This is an optimization exercise on Yosys and OpenROAD, whose aim is small area, not a production implementation.
Only simulation tests tie the RTL to the original design; equivalence was not proved.
Power is estimated from default activity; no workload was simulated.

Setup of main:
## regfile_wb_demux
module regfile_wb_demux #(
  parameter int DATA_W   = 32,
  parameter int ADDR_W   = 5,
  parameter int ZERO_REG = 0
) (
  input  logic                   clk,
  input  logic                   rst_n,
  input  logic                   reg_write,
  input  logic [ADDR_W-1:0]      wr_addr,
  input  logic [DATA_W-1:0]      wr_data,
  input  logic [ADDR_W-1:0]      rd_addr1,
  input  logic [ADDR_W-1:0]      rd_addr2,
  output logic [DATA_W-1:0]      rd_data1,
  output logic [DATA_W-1:0]      rd_data2,
  output logic [(2**ADDR_W)-1:0] wr_onehot
);
export LEC_CHECK = 0
export CAP_MARGIN = 10
export CORE_MARGIN = 2
export CORE_UTILIZATION = 55
export SLEW_MARGIN = 10
export SYNTH_HIERARCHICAL = 1
export SYNTH_MINIMUM_KEEP_SIZE = 0
create_clock -name core_clock -period 6.5 [get_ports {clk}]
standard.sh (not shown) runs the stock make flow with config.mk's settings and CLKGATE_MAP_FILE= SYNTH_SCRIPT=/design/flow/synth_recipe.tcl, a recipe that flattens the netlist after the stock synthesis.
==> flow/flow/run.sh <==
#!/bin/bash
set -euo pipefail
export BUFFER_PORTS_ARGS="-buffer_cell sky130_fd_sc_hd__buf_1"
export CTS_ARGS="-sink_clustering_enable -repair_clock_nets -dont_use_dummy_load -buf_list sky130_fd_sc_hd__clkbuf_16 -sink_clustering_size 25 -sink_clustering_max_diameter 90"
bash standard.sh > standard_make.log 2>&1
Input changes introduced in the feature branch (baseline for comparison: main):
==> flow/flow/run.sh <==
#!/bin/bash
set -euo pipefail
export BUFFER_PORTS_ARGS="-buffer_cell sky130_fd_sc_hd__buf_1"
export CTS_ARGS="-sink_clustering_enable -repair_clock_nets -dont_use_dummy_load -buf_list sky130_fd_sc_hd__clkbuf_16 -sink_clustering_size 27 -sink_clustering_max_diameter 100"
bash standard.sh > standard_make.log 2>&1
### Flow results
The feature branch against main: first-pass iteration count of the detailed router has increased, wire length of the first global-routing pass has remained practically unchanged, time the worst path needs with I/O delays and setup has decreased.
main and the feature branch all finish clean.
Number of global-route vias before repair of main is on par with the feature branch.
Between the feature branch and main, the final cell count without fillers does not differ in any meaningful way.

* * *

regfile_wb_demux, a different RTL version from the one above (not shown whole).
Size in the first run: ~3,300 cells after synthesis, ~1,000 flip-flops, about 0.039 mm² of cells after synthesis.
==> flow/config.mk <==
export PLATFORM = sky130hd
export DESIGN_NAME = regfile_wb_demux
export DESIGN_NICKNAME = regfile_wb_demux
export VERILOG_FILES = /design/flow/design.v
export SDC_FILE = /design/flow/constraint.sdc
export NUM_CORES = 4
export LEC_CHECK = 0
export CAP_MARGIN = 20
export CORE_MARGIN = 2
export CORE_UTILIZATION = 55
export SLEW_MARGIN = 20
export SYNTH_HIERARCHICAL = 1
export SYNTH_MINIMUM_KEEP_SIZE = 0
==> flow/constraint.sdc <==
create_clock -name core_clock -period 6.5 [get_ports {clk}]
set_input_delay 1.3000 -clock core_clock [delete_from_list [all_inputs] [get_ports {clk}]]
set_output_delay 1.3000 -clock core_clock [all_outputs]
set_load 0.01 [all_outputs]
==> flow/flow/run.sh <==
#!/bin/bash
set -euo pipefail
export BUFFER_PORTS_ARGS="-buffer_cell sky130_fd_sc_hd__buf_1"
export CTS_ARGS="-sink_clustering_enable -repair_clock_nets -dont_use_dummy_load -buf_list sky130_fd_sc_hd__clkbuf_16 -sink_clustering_size 25 -sink_clustering_max_diameter 70"
bash standard.sh > standard_make.log 2>&1
The first run finished with timing, DRC and antenna clean.
Change:
==> flow/run.sh (new file) <==
#!/bin/bash
# synth_recipe.tcl (not shown) runs the flow's synth.tcl, then flattens the netlist and writes it again
# the make line also repeats each setting of config.mk as NAME=value (left out here)
make -C /OpenROAD-flow-scripts/flow DESIGN_CONFIG=/design/flow/config.mk WORK_HOME=/design/flow/orfs CLKGATE_MAP_FILE= SYNTH_SCRIPT=/design/flow/synth_recipe.tcl finish
Settings changed: CORE_UTILIZATION 55 to 40.
removed: flow/flow/run.sh
removed: flow/standard.sh
Outcome:
- The new run ran to the end with no violations
- hold slack gains 12 ps
- count of clock-buffer cells in the layout increases by 101
- power increases by 21%
- synthesized cell count stays the same
Change:
==> flow/flow/run.sh (new file) <==
#!/bin/bash
set -euo pipefail
export BUFFER_PORTS_ARGS="-buffer_cell sky130_fd_sc_hd__buf_1"
export CTS_ARGS="-sink_clustering_enable -repair_clock_nets -dont_use_dummy_load -buf_list sky130_fd_sc_hd__clkbuf_16 -sink_clustering_size 25 -sink_clustering_max_diameter 70"
bash standard.sh > standard_make.log 2>&1
==> flow/standard.sh (new file) <==
#!/bin/bash
# synth_recipe.tcl (not shown) runs the flow's synth.tcl, then flattens the netlist and writes it again
# the make line also repeats each setting of config.mk as NAME=value (left out here)
make -C /OpenROAD-flow-scripts/flow DESIGN_CONFIG=/design/flow/config.mk WORK_HOME=/design/flow/orfs CLKGATE_MAP_FILE= SYNTH_SCRIPT=/design/flow/synth_recipe.tcl "${@:-finish}"
Settings changed: CAP_MARGIN 20 to 8, CORE_UTILIZATION 40 to 55, SLEW_MARGIN 20 to 8.
removed: flow/run.sh
What happened:
- combinational power came out lower by a few percent
- design area came out lower by a little under a tenth
- die area came out lower by a quarter to a third
- setup slack improves by 410 ps
- power came out lower by about a fifth
- register-to-register slack is about the same
- first-iteration DRC count came out higher by roughly a tenth
- area after synthesis does not change
- hold slack degrades by 11 ps
- wire length came out higher slightly
- sequential share of layout area came out higher by 4.3 points
Change:
==> flow/flow/run.sh (replaced) <==
#!/bin/bash
set -euo pipefail
export BUFFER_PORTS_ARGS="-buffer_cell sky130_fd_sc_hd__buf_1"
export CTS_ARGS="-sink_clustering_enable -repair_clock_nets -dont_use_dummy_load -buf_list sky130_fd_sc_hd__clkbuf_16 -sink_clustering_size 25 -sink_clustering_max_diameter 90"
bash standard.sh > standard_make.log 2>&1
Settings changed: CAP_MARGIN 8 to 0, CORE_UTILIZATION 55 to 65, SLEW_MARGIN 8 to 0.
After rerunning: The changed run finished with timing, DRC and antenna clean; via count increases by 1.5%; worst hold slack improved by 5.4 ps; count of clock-buffer cells in the layout decreases by 5; total power decreases by 1.1%; non-clock buffer count decreases by 3; setup slack got worse by 120 ps; synthesized cell count stays the same.
Change:
==> flow/flow/run.sh (replaced) <==
#!/bin/bash
set -euo pipefail
export BUFFER_PORTS_ARGS="-buffer_cell sky130_fd_sc_hd__buf_1"
export CTS_ARGS="-sink_clustering_enable -repair_clock_nets -dont_use_dummy_load -buf_list sky130_fd_sc_hd__clkbuf_16 -sink_clustering_size 25 -sink_clustering_max_diameter 70"
bash standard.sh > standard_make.log 2>&1
Settings changed: CORE_UTILIZATION 65 to 55.
Die area went up by about a fifth.
Via count came out lower slightly.
Worst hold slack degrades by 5.4 ps.
Setup slack gets better by 120 ps.
Clock power climbs by a few percent.
Total power grows slightly.
Cell area goes up slightly.
Global-route usage falls by 6.0 points.

==> separate check: timing with driven ports <==
How much do the figures lean on ideal ports? The routed layouts below were timed once more, with nothing changed but the port constraints. Step 1 (the two cells are an assumption about what drives the block):
set clk [get_ports {clk}]
set_driving_cell -lib_cell sky130_fd_sc_hd__clkbuf_16 $clk
set_driving_cell -lib_cell sky130_fd_sc_hd__buf_2 [delete_from_list [all_inputs] $clk]
Step 2 moves the port delays by t, midway between the first and last clock arrival at a register: inputs arrive t later, outputs are due t later. That takes back most of the time a late clock gives input paths. Slacks: no drivers / after step 1 / after step 2; pairs: no drivers / after step 1.
run | t, ns | slack for setup (ns) | worst setup path after step 2 | worst data-port slew with drivers (ns)
main | 0.700 | 0.591 / 0.475 / 0.475 | input to output | 0.11
the feature branch | 0.699 | 0.629 / 0.509 / 0.509 | input to output | 0.12
the first run of note 2 | 0.719 | 0.515 / 0.495 / 0.495 | input to output | 0.04
the second run of note 2 | 0.749 | 0.226 / 0.196 / 0.196 | input to output | 0.04
the third run of note 2 | 0.713 | 0.631 / 0.611 / 0.611 | input to output | 0.04
the fourth run of note 2 | 0.703 | 0.515 / 0.481 / 0.481 | input to output | 0.03
the fifth run of note 2 | 0.713 | 0.631 / 0.611 / 0.611 | input to output | 0.04
After both steps every run listed still meets setup and hold. For the feature branch, which loses most, drivers alone change the setup slack by -0.120 ns; drivers and shift together by -0.120 ns.
